Context: an optimization exercise on an open-source flow, tuned for small area. The choices shown serve that exercise and are no tape-out recipe.
No activity file was given, so power comes from the tool's default toggle rates.

==> job 5184: inputs <==
==> flow/design.v <==
`default_nettype none
package tunnel_pkg;
    localparam int NUM_ROWS = 120;
    localparam int NUM_COLS = 160;
    localparam logic [1:0] WALL_GAP   = 2'b00;
    localparam logic [1:0] WALL_LEFT  = 2'b01;
    localparam logic [1:0] WALL_RIGHT = 2'b10;
    localparam logic [1:0] WALL_EDGE  = 2'b11;
    typedef enum logic [1:0] {
        ST_INIT = 2'd0,
        ST_IDLE = 2'd1,
        ST_GEN  = 2'd2
    } state_e;
    function automatic logic [1:0] wall_code(input logic [7:0] ccol,
                                             input logic [7:0] left,
                                             input logic [7:0] right);
        logic [1:0] code;
        code = WALL_GAP;
        if ((ccol == left) || (ccol == right)) begin
            code = WALL_EDGE;
        end else if (ccol < left) begin
            code = WALL_LEFT;
        end else if (ccol > right) begin
            code = WALL_RIGHT;
        end
        wall_code = code;
    endfunction
endpackage
`default_nettype wire
`default_nettype none
module tunnel_row_ram (
    input  logic        clk_i,
    input  logic        we_i,
    input  logic [2:0]  wpos_i,      
    input  logic [2:0]  wtri_i,      
    input  logic [4:0]  wcode_i,
    input  logic [7:0]  wanchor_i,   
    input  logic [7:0]  rsel_i,      
    output logic [7:0]  ranchor_o,
    output logic [24:0] rcode_o
);
    logic [7:0]  anchor_q [8];
    logic [24:0] code_q   [8];
    always_ff @(posedge clk_i) begin
        for (int p = 0; p < 8; p++) begin
            anchor_q[(p + 1) % 8] <= anchor_q[p];
            code_q[(p + 1) % 8]   <= code_q[p];
            if (p % 4 == 0 && we_i && wpos_i == 3'(p)) begin
                for (int t = 0; t < 5; t++) begin
                    if (wtri_i == 3'(t)) begin
                        code_q[(p + 1) % 8][5*t +: 5] <= wcode_i;
                    end
                end
                if (wtri_i == 3'd4) begin
                    anchor_q[(p + 1) % 8] <= wanchor_i;
                end
            end
        end
    end
    always_comb begin
        ranchor_o = '0;
        rcode_o   = '0;
        for (int p = 0; p < 8; p++) begin
            ranchor_o = ranchor_o | (anchor_q[p] & {8{rsel_i[p]}});
            rcode_o   = rcode_o | (code_q[p] & {25{rsel_i[p]}});
        end
    end
endmodule
`default_nettype wire
`default_nettype none
import tunnel_pkg::*;
module tunnel_wall_gen (
    input  logic       clock,
    input  logic       rst,
    input  logic [9:0] Pixel_row,
    input  logic [9:0] Pixel_column,
    input  logic       run,
    input  logic [1:0] speed,
    input  logic [7:0] randomized_value,
    output logic [1:0] wall,
    output logic [7:0] probe_left,
    output logic [7:0] probe_right,
    output logic       ready
);
    localparam logic [7:0] INIT_L = 8'd48;
    function automatic logic [1:0] fa(input logic a, input logic b, input logic c);
        fa = {(a & b) | (a & c) | (b & c), a ^ b ^ c};
    endfunction
    function automatic logic [5:0] pop15_part(input logic [15:1] x);
        logic [1:0] a0, a1, a2, a3, a4, b0, c0, b1, c1;
        a0 = fa(x[1], x[2], x[3]);
        a1 = fa(x[4], x[5], x[6]);
        a2 = fa(x[7], x[8], x[9]);
        a3 = fa(x[10], x[11], x[12]);
        a4 = fa(x[13], x[14], x[15]);
        b0 = fa(a0[0], a1[0], a2[0]);
        c0 = fa(a0[1], a1[1], a2[1]);
        b1 = fa(b0[0], a3[0], a4[0]);
        c1 = fa(c0[0], a3[1], a4[1]);
        pop15_part = {c0[1], c1[1], b0[1], c1[0], b1[1], b1[0]};
    endfunction
    function automatic logic [3:0] pop15_sum(input logic [5:0] p);
        pop15_sum = {3'b0, p[0]} + {2'b0, 2'(p[1]) + 2'(p[2]) + 2'(p[3]), 1'b0} +
                    {1'b0, 2'(p[4]) + 2'(p[5]), 2'b0};
    endfunction
    function automatic logic [4:0] st_enc(input logic [1:0] a, input logic [1:0] b,
                                          input logic [1:0] c);
        if (!c[0]) begin
            st_enc = {c[1], a, b};
        end else if (!a[0]) begin
            st_enc = {a[1], 2'b11, b};
        end else begin
            st_enc = {1'b0, b, 2'b11};
        end
    endfunction
    function automatic logic [5:0] st_dec(input logic [4:0] x);
        logic hi, lo;
        hi = x[3] & x[2];
        lo = x[1] & x[0];
        st_dec[5] = x[4] & !hi & !lo;
        st_dec[4] = hi | lo;
        st_dec[3:2] = lo ? x[3:2] : x[1:0];
        st_dec[1:0] = hi ? {x[4], 1'b0} : lo ? 2'b01 : x[3:2];
    endfunction
    logic       ready_q;     
    logic       gen_q;       
    logic [2:0] frame_cnt_q;
    logic [6:0] ptr_q;       
    logic [4:0] shr_q;       
    logic [7:0] top_l_q;     
    logic [1:0] hist_q [4];  
    logic       cpend_q;     
    logic       cage_q;      
    logic [2:0] pos_q;       
    logic [8:0] dcol_q;      
    logic [5:0] nup_q;       
    logic [5:0] ndn_q;
    logic [2:0] rup_q;       
    logic [2:0] rdn_q;
    logic       valid_q;
    logic [4:0] wh_q;        
    logic       probe_hit_q;
    logic [1:0] wall_q;
    logic [7:0] probe_l_q;
    logic [4:0] probe_wh_q;
    logic [4:0] w_shr_min;
    logic       w_up, w_dn;
    logic [7:0] w_new_l;
    assign w_shr_min = (shr_q > 5'd20) ? 5'd20 : shr_q;
    assign w_up    = (randomized_value[1:0] == 2'b11) &&
                     !(top_l_q[0] && top_l_q[7:1] == 7'd47 + {2'b0, w_shr_min});
    assign w_dn    = (randomized_value[1:0] == 2'b00) && (top_l_q != 8'd1);
    assign w_new_l = top_l_q + {{7{w_dn}}, w_up | w_dn};
    logic w_frame_end;
    logic w_step;
    logic w_wdone;
    logic [6:0] w_ptr_d;
    assign w_frame_end = (Pixel_row == 10'd479) && (Pixel_column == 10'd639);
    assign w_step      = !ready_q || gen_q;
    assign w_ptr_d     = rst ? 7'd0 : w_step ? ptr_q + 7'd1 : ptr_q;
    always_ff @(posedge clock) begin
        if (rst) begin
            ready_q     <= 1'b0;
            gen_q       <= 1'b0;
            frame_cnt_q <= 3'd0;
            shr_q       <= 5'd0;
            top_l_q     <= INIT_L;
            cpend_q     <= 1'b0;
        end else begin
            if (gen_q && w_tri_end) begin
                cpend_q <= 1'b1;
                cage_q  <= 1'b0;
            end else begin
                cpend_q <= cpend_q && !w_wdone;
                if (gen_q) begin
                    cage_q <= 1'b1;
                end
            end
            if (!ready_q) begin
                if (ptr_q == 7'd127) begin
                    ready_q <= 1'b1;
                end
            end else if (gen_q) begin
                gen_q   <= 1'b0;
                top_l_q <= w_new_l;
                if (ptr_q[3:0] == 4'd15 && shr_q != 5'd31) begin
                    shr_q <= shr_q + 5'd1;
                end
            end else if (w_frame_end && run) begin
                if (frame_cnt_q >= (3'd7 >> speed)) begin
                    frame_cnt_q <= 3'd0;
                    gen_q       <= 1'b1;
                end else begin
                    frame_cnt_q <= frame_cnt_q + 3'd1;
                end
            end
        end
    end
    always_ff @(posedge clock) begin
        ptr_q <= w_ptr_d;
        pos_q <= pos_q + 3'd1 + {2'b0, w_step && ptr_q[3:0] == 4'd15};
        if (gen_q) begin
            hist_q[0] <= {w_up, w_dn};
            hist_q[1] <= hist_q[0];
            hist_q[2] <= hist_q[1];
            hist_q[3] <= hist_q[2];
        end
    end
    logic [6:0]  w_k;
    logic [7:0]  w_ccol;
    logic [3:0]  w_m;         
    logic [3:0]  w_mo;
    logic        w_tri_end;   
    logic [3:0]  w_cs;        
    logic [2:0]  w_ctri;
    logic        w_wborrow;
    logic [2:0]  w_wpos;
    logic [1:0]  w_ca, w_cb, w_cc;
    logic [7:0]  w_wanchor;
    assign w_m       = ptr_q[3:0];
    assign w_mo      = w_m - 4'd1;
    assign w_tri_end = (w_m == 4'd3) || (w_m == 4'd6) || (w_m == 4'd9) ||
                       (w_m == 4'd12) || (w_m == 4'd15);
    assign w_cs      = cage_q ? w_mo - 4'd1 : w_mo;
    assign w_ctri    = (w_cs == 4'd3) ? 3'd0 : (w_cs == 4'd6) ? 3'd1 :
                       (w_cs == 4'd9) ? 3'd2 : (w_cs == 4'd12) ? 3'd3 : 3'd4;
    assign w_wborrow = (w_m == 4'd0) || (cage_q && w_m == 4'd1);
    assign w_wpos    = pos_q - {2'b0, w_wborrow};
    assign w_wdone   = cpend_q && (w_wpos[1:0] == 2'd0);
    assign w_ca      = cage_q ? hist_q[3] : hist_q[2];
    assign w_cb      = cage_q ? hist_q[2] : hist_q[1];
    assign w_cc      = cage_q ? hist_q[1] : hist_q[0];
    assign w_wanchor = cage_q ?
                       top_l_q + {{7{hist_q[0][1]}}, hist_q[0][1] | hist_q[0][0]} : top_l_q;
    logic        w_in_cur, w_in_prev;
    logic        w_open;
    logic        w_borrow;
    logic [3:0]  w_dist;      
    logic [3:0]  w_j;         
    logic [7:0]  w_anchor;
    logic [24:0] w_codes;
    logic [15:1] w_up_bits;
    logic [15:1] w_dn_bits;
    assign w_k       = Pixel_row[8:2];
    assign w_ccol    = Pixel_column[9:2];
    assign w_borrow  = w_k[3:0] >= w_m;
    assign w_in_cur  = w_k <= {3'b0, w_mo};
    assign w_in_prev = (w_mo <= 4'd2) && !w_in_cur && (w_k <= {3'b0, w_mo} + 7'd16);
    assign w_open    = w_in_cur || w_in_prev;
    assign w_dist    = {1'b0, w_k[6:4]} + {3'b0, w_borrow};
    assign w_j       = w_mo - w_k[3:0];
    logic [7:0]  w_rsel;
    always_comb begin
        for (int p = 0; p < 8; p++) begin
            logic [2:0] c;
            c = pos_q - 3'(p);
            w_rsel[p] = w_borrow ? (w_k[6:4] == c - 3'd1) : (w_k[6:4] == c);
        end
    end
    tunnel_row_ram u_row_ram (
        .clk_i     (clock),
        .we_i      (w_wdone),
        .wpos_i    (w_wpos),
        .wtri_i    (w_ctri),
        .wcode_i   (st_enc(w_ca, w_cb, w_cc)),
        .wanchor_i (w_wanchor),
        .rsel_i    (w_rsel),
        .ranchor_o (w_anchor),
        .rcode_o   (w_codes)
    );
    always_comb begin
        for (int t = 0; t < 5; t++) begin
            logic [5:0] d;
            d = st_dec(w_codes[5*t +: 5]);
            w_up_bits[3*t+1] = d[1];
            w_dn_bits[3*t+1] = d[0];
            w_up_bits[3*t+2] = d[3];
            w_dn_bits[3*t+2] = d[2];
            w_up_bits[3*t+3] = d[5];
            w_dn_bits[3*t+3] = d[4];
        end
    end
    logic [15:1] w_mask;
    logic [4:0]  w_ub;        
    logic [3:0]  w_hin;       
    assign w_ub = w_in_prev ? {1'b0, w_mo} + 5'd13 :
                  (w_mo >= 4'd4) ? {1'b0, w_mo} - 5'd3 : 5'd0;
    logic [15:0] w_gt_j;
    logic [31:0] w_lt_ub;
    assign w_gt_j  = 16'hfffe << w_j;
    assign w_lt_ub = ~(32'hffffffff << w_ub);
    assign w_mask  = w_gt_j[15:1] & (w_lt_ub[15:1] | {15{!w_open}});
    assign w_hin = {4{w_open}} & {w_k > 7'd3, w_k > 7'd2, w_k > 7'd1, w_k > 7'd0};
    logic [5:0]  w_row_grp;
    logic        w_valid;
    logic [4:0]  w_row_shr;
    logic [7:0]  w_base;
    assign w_row_grp = {1'b0, shr_q} - {2'b0, w_dist};
    assign w_valid   = ready_q && !w_row_grp[5];
    assign w_row_shr = (w_row_grp[4:0] > 5'd20) ? 5'd20 : w_row_grp[4:0];
    assign w_base    = !w_valid ? INIT_L : w_open ? top_l_q : w_anchor;
    always_ff @(posedge clock) begin
        dcol_q      <= {1'b0, w_ccol} - {1'b0, w_base};
        nup_q       <= pop15_part(w_mask & w_up_bits);
        ndn_q       <= pop15_part(w_mask & w_dn_bits);
        rup_q       <= 3'(w_hin[0] & hist_q[0][1]) + 3'(w_hin[1] & hist_q[1][1]) +
                       3'(w_hin[2] & hist_q[2][1]) + 3'(w_hin[3] & hist_q[3][1]);
        rdn_q       <= 3'(w_hin[0] & hist_q[0][0]) + 3'(w_hin[1] & hist_q[1][0]) +
                       3'(w_hin[2] & hist_q[2][0]) + 3'(w_hin[3] & hist_q[3][0]);
        valid_q     <= w_valid;
        wh_q        <= w_valid ? ~w_row_shr : 5'd31;
        probe_hit_q <= (Pixel_row[9:2] == 8'd110) && (w_ccol == 8'd0);
    end
    logic [8:0] w_dcol;
    logic [5:0] w_wm1;
    logic [1:0] w_code;
    logic [4:0] w_nup, w_ndn;
    logic [5:0] w_sum;       
    assign w_nup  = {1'b0, pop15_sum(nup_q)} + {2'b0, rup_q};
    assign w_ndn  = {1'b0, pop15_sum(ndn_q)} + {2'b0, rdn_q};
    assign w_sum  = {1'b0, w_nup} - {1'b0, w_ndn};
    assign w_dcol = valid_q ? dcol_q + {{3{w_sum[5]}}, w_sum} : dcol_q;
    assign w_wm1  = {wh_q, 1'b1};
    always_comb begin
        if (w_dcol == 9'd0 || w_dcol == {3'b0, w_wm1}) begin
            w_code = WALL_EDGE;
        end else if (w_dcol[8]) begin
            w_code = WALL_LEFT;
        end else if (w_dcol > {3'b0, w_wm1}) begin
            w_code = WALL_RIGHT;
        end else begin
            w_code = WALL_GAP;
        end
    end
    always_ff @(posedge clock) begin
        if (rst) begin
            wall_q     <= WALL_GAP;
            probe_l_q  <= INIT_L;
            probe_wh_q <= 5'd31;
        end else begin
            wall_q <= ready_q ? w_code : WALL_GAP;
            if (ready_q && probe_hit_q) begin
                probe_l_q  <= 8'd0 - w_dcol[7:0];
                probe_wh_q <= wh_q;
            end
        end
    end
    assign wall        = wall_q;
    assign probe_left  = probe_l_q;
    assign probe_right = probe_l_q + {2'b0, probe_wh_q, 1'b1};
    assign ready       = ready_q;
endmodule
`default_nettype wire
==> flow/flow/run.sh <==
#!/bin/bash
# The standard layout, with the port buffers made of the smallest buffer
# cell (sky130_fd_sc_hd__buf_1) instead of the delay buffer that
# buffer_ports picks by default. Everything else is standard.sh unchanged.
set -euo pipefail
export BUFFER_PORTS_ARGS="-buffer_cell sky130_fd_sc_hd__buf_1"
bash standard.sh > flow_standard.log 2>&1
==> flow/standard.sh <==
#!/bin/bash
# synth_recipe.tcl (not shown) runs the flow's synth.tcl, then flattens the netlist and writes it again
# the make line also repeats each setting of config.mk as NAME=value (left out here)
make -C /OpenROAD-flow-scripts/flow DESIGN_CONFIG=/design/flow/config.mk WORK_HOME=/design/flow/orfs CLKGATE_MAP_FILE= SYNTH_SCRIPT=/design/flow/synth_recipe.tcl "${@:-finish}"
==> flow/config.mk <==
export PLATFORM = sky130hd
export DESIGN_NAME = tunnel_wall_gen
export DESIGN_NICKNAME = tunnel_wall_gen
export VERILOG_FILES = /design/flow/design.v
export SDC_FILE = /design/flow/constraint.sdc
export NUM_CORES = 4
export LEC_CHECK = 0
export CAP_MARGIN = 20
export CORE_MARGIN = 2
export CORE_UTILIZATION = 70
export CTS_BUF_LIST = sky130_fd_sc_hd__clkbuf_8
export CTS_CLUSTER_DIAMETER = 60
export CTS_CLUSTER_SIZE = 16
export GPL_TIMING_DRIVEN = 0
export SLEW_MARGIN = 20
==> flow/constraint.sdc <==
create_clock -name core_clock -period 8.0 [get_ports {clock}]
set_input_delay 1.6000 -clock core_clock [delete_from_list [all_inputs] [get_ports {clock}]]
set_output_delay 1.6000 -clock core_clock [all_outputs]
set_load 0.01 [all_outputs]
==> job 6935: changes against job 5184 <==
--- a/flow/design.v
+++ b/flow/design.v
@@ -86,22 +86,20 @@
     function automatic logic [1:0] fa(input logic a, input logic b, input logic c);
         fa = {(a & b) | (a & c) | (b & c), a ^ b ^ c};
     endfunction
-    function automatic logic [5:0] pop15_part(input logic [15:1] x);
-        logic [1:0] a0, a1, a2, a3, a4, b0, c0, b1, c1;
+    function automatic logic [3:0] pop15(input logic [15:1] x);
+        logic [1:0] a0, a1, a2, a3, a4, b0, b1, c0, c1, c2, d0;
         a0 = fa(x[1], x[2], x[3]);
         a1 = fa(x[4], x[5], x[6]);
         a2 = fa(x[7], x[8], x[9]);
         a3 = fa(x[10], x[11], x[12]);
         a4 = fa(x[13], x[14], x[15]);
         b0 = fa(a0[0], a1[0], a2[0]);
+        b1 = fa(a3[0], a4[0], b0[0]);
         c0 = fa(a0[1], a1[1], a2[1]);
-        b1 = fa(b0[0], a3[0], a4[0]);
-        c1 = fa(c0[0], a3[1], a4[1]);
-        pop15_part = {c0[1], c1[1], b0[1], c1[0], b1[1], b1[0]};
-    endfunction
-    function automatic logic [3:0] pop15_sum(input logic [5:0] p);
-        pop15_sum = {3'b0, p[0]} + {2'b0, 2'(p[1]) + 2'(p[2]) + 2'(p[3]), 1'b0} +
-                    {1'b0, 2'(p[4]) + 2'(p[5]), 2'b0};
+        c1 = fa(a3[1], a4[1], b0[1]);
+        c2 = fa(b1[1], c0[0], c1[0]);
+        d0 = fa(c0[1], c1[1], c2[1]);
+        pop15 = {d0[1], d0[0], c2[0], b1[0]};
     endfunction
     function automatic logic [4:0] st_enc(input logic [1:0] a, input logic [1:0] b,
                                           input logic [1:0] c);
@@ -133,8 +131,8 @@
     logic       cage_q;      
     logic [2:0] pos_q;       
     logic [8:0] dcol_q;      
-    logic [5:0] nup_q;       
-    logic [5:0] ndn_q;
+    logic [3:0] nup_q;       
+    logic [3:0] ndn_q;
     logic [2:0] rup_q;       
     logic [2:0] rdn_q;
     logic       valid_q;
@@ -301,8 +299,8 @@
     assign w_base    = !w_valid ? INIT_L : w_open ? top_l_q : w_anchor;
     always_ff @(posedge clock) begin
         dcol_q      <= {1'b0, w_ccol} - {1'b0, w_base};
-        nup_q       <= pop15_part(w_mask & w_up_bits);
-        ndn_q       <= pop15_part(w_mask & w_dn_bits);
+        nup_q       <= pop15(w_mask & w_up_bits);
+        ndn_q       <= pop15(w_mask & w_dn_bits);
         rup_q       <= 3'(w_hin[0] & hist_q[0][1]) + 3'(w_hin[1] & hist_q[1][1]) +
                        3'(w_hin[2] & hist_q[2][1]) + 3'(w_hin[3] & hist_q[3][1]);
         rdn_q       <= 3'(w_hin[0] & hist_q[0][0]) + 3'(w_hin[1] & hist_q[1][0]) +
@@ -316,8 +314,8 @@
     logic [1:0] w_code;
     logic [4:0] w_nup, w_ndn;
     logic [5:0] w_sum;       
-    assign w_nup  = {1'b0, pop15_sum(nup_q)} + {2'b0, rup_q};
-    assign w_ndn  = {1'b0, pop15_sum(ndn_q)} + {2'b0, rdn_q};
+    assign w_nup  = {1'b0, nup_q} + {2'b0, rup_q};
+    assign w_ndn  = {1'b0, ndn_q} + {2'b0, rdn_q};
     assign w_sum  = {1'b0, w_nup} - {1'b0, w_ndn};
     assign w_dcol = valid_q ? dcol_q + {{3{w_sum[5]}}, w_sum} : dcol_q;
     assign w_wm1  = {wh_q, 1'b1};
- CORE_UTILIZATION: 70 -> 40
==> qor summary <==
metric                                                  job 6935        job 5184
Status                                            finished clean  finished clean
Worst Hold Margin                                         337 ps          334 ps
Sequential cell area in the final layout                7040 um2        7120 um2
FF+latch count, synth                                        347             351
Sequential element share of the synthesized area           43.3%           44.1%
Maximum achievable frequency                             129 MHz         155 MHz
Total power per unit cell area                        219 nW/um2      234 nW/um2
Clock share of power                                       27.3%           25.4%
Critical-path top delay cell                           a2111oi_4         xnor2_1
Starting utilization of the core area                      40.8%           71.3%
Clock latency (worst-skew pair)                           660 ps          630 ps
Post-detailed-route wirelength per cell                  19.7 um         20.5 um
Inverter count                                                83             106
No run of this note included a check of the RTL's function; only the layout flow was run.

==> separate check: timing with driven ports <==
Ports are ideal in the flow. The routed layouts listed here were re-timed in OpenROAD. Step 1 sets driving cells, clkbuf_16 on the clock port and buf_2 on the other inputs (assumed; they add their load-dependent delay and slew). Step 2 moves the port delays by t, midway between the first and last clock arrival at a register: inputs arrive t later, outputs are due t later. That takes back most of the time a late clock gives input paths. Slacks: ideal / step 1 / step 2; pairs: ideal / step 1.
run | shift t [ns] | setup WS [ns] | worst setup path at the end | clock arrival spread, ns | worst data-port slew with drivers (ns)
job 5184 | 0.671 | 1.549 / 1.575 / 0.904 | input to register | 0.025 / 0.025 | 0.04
job 6935 | 0.686 | 0.240 / 0.271 / -0.416 | input to register | 0.056 / 0.057 | 0.04
With both steps, setup timing fails in job 6935, where it was met with ideal ports. For job 6935, which loses most, drivers alone change the setup slack by +0.031 ns; drivers and shift together by -0.656 ns.
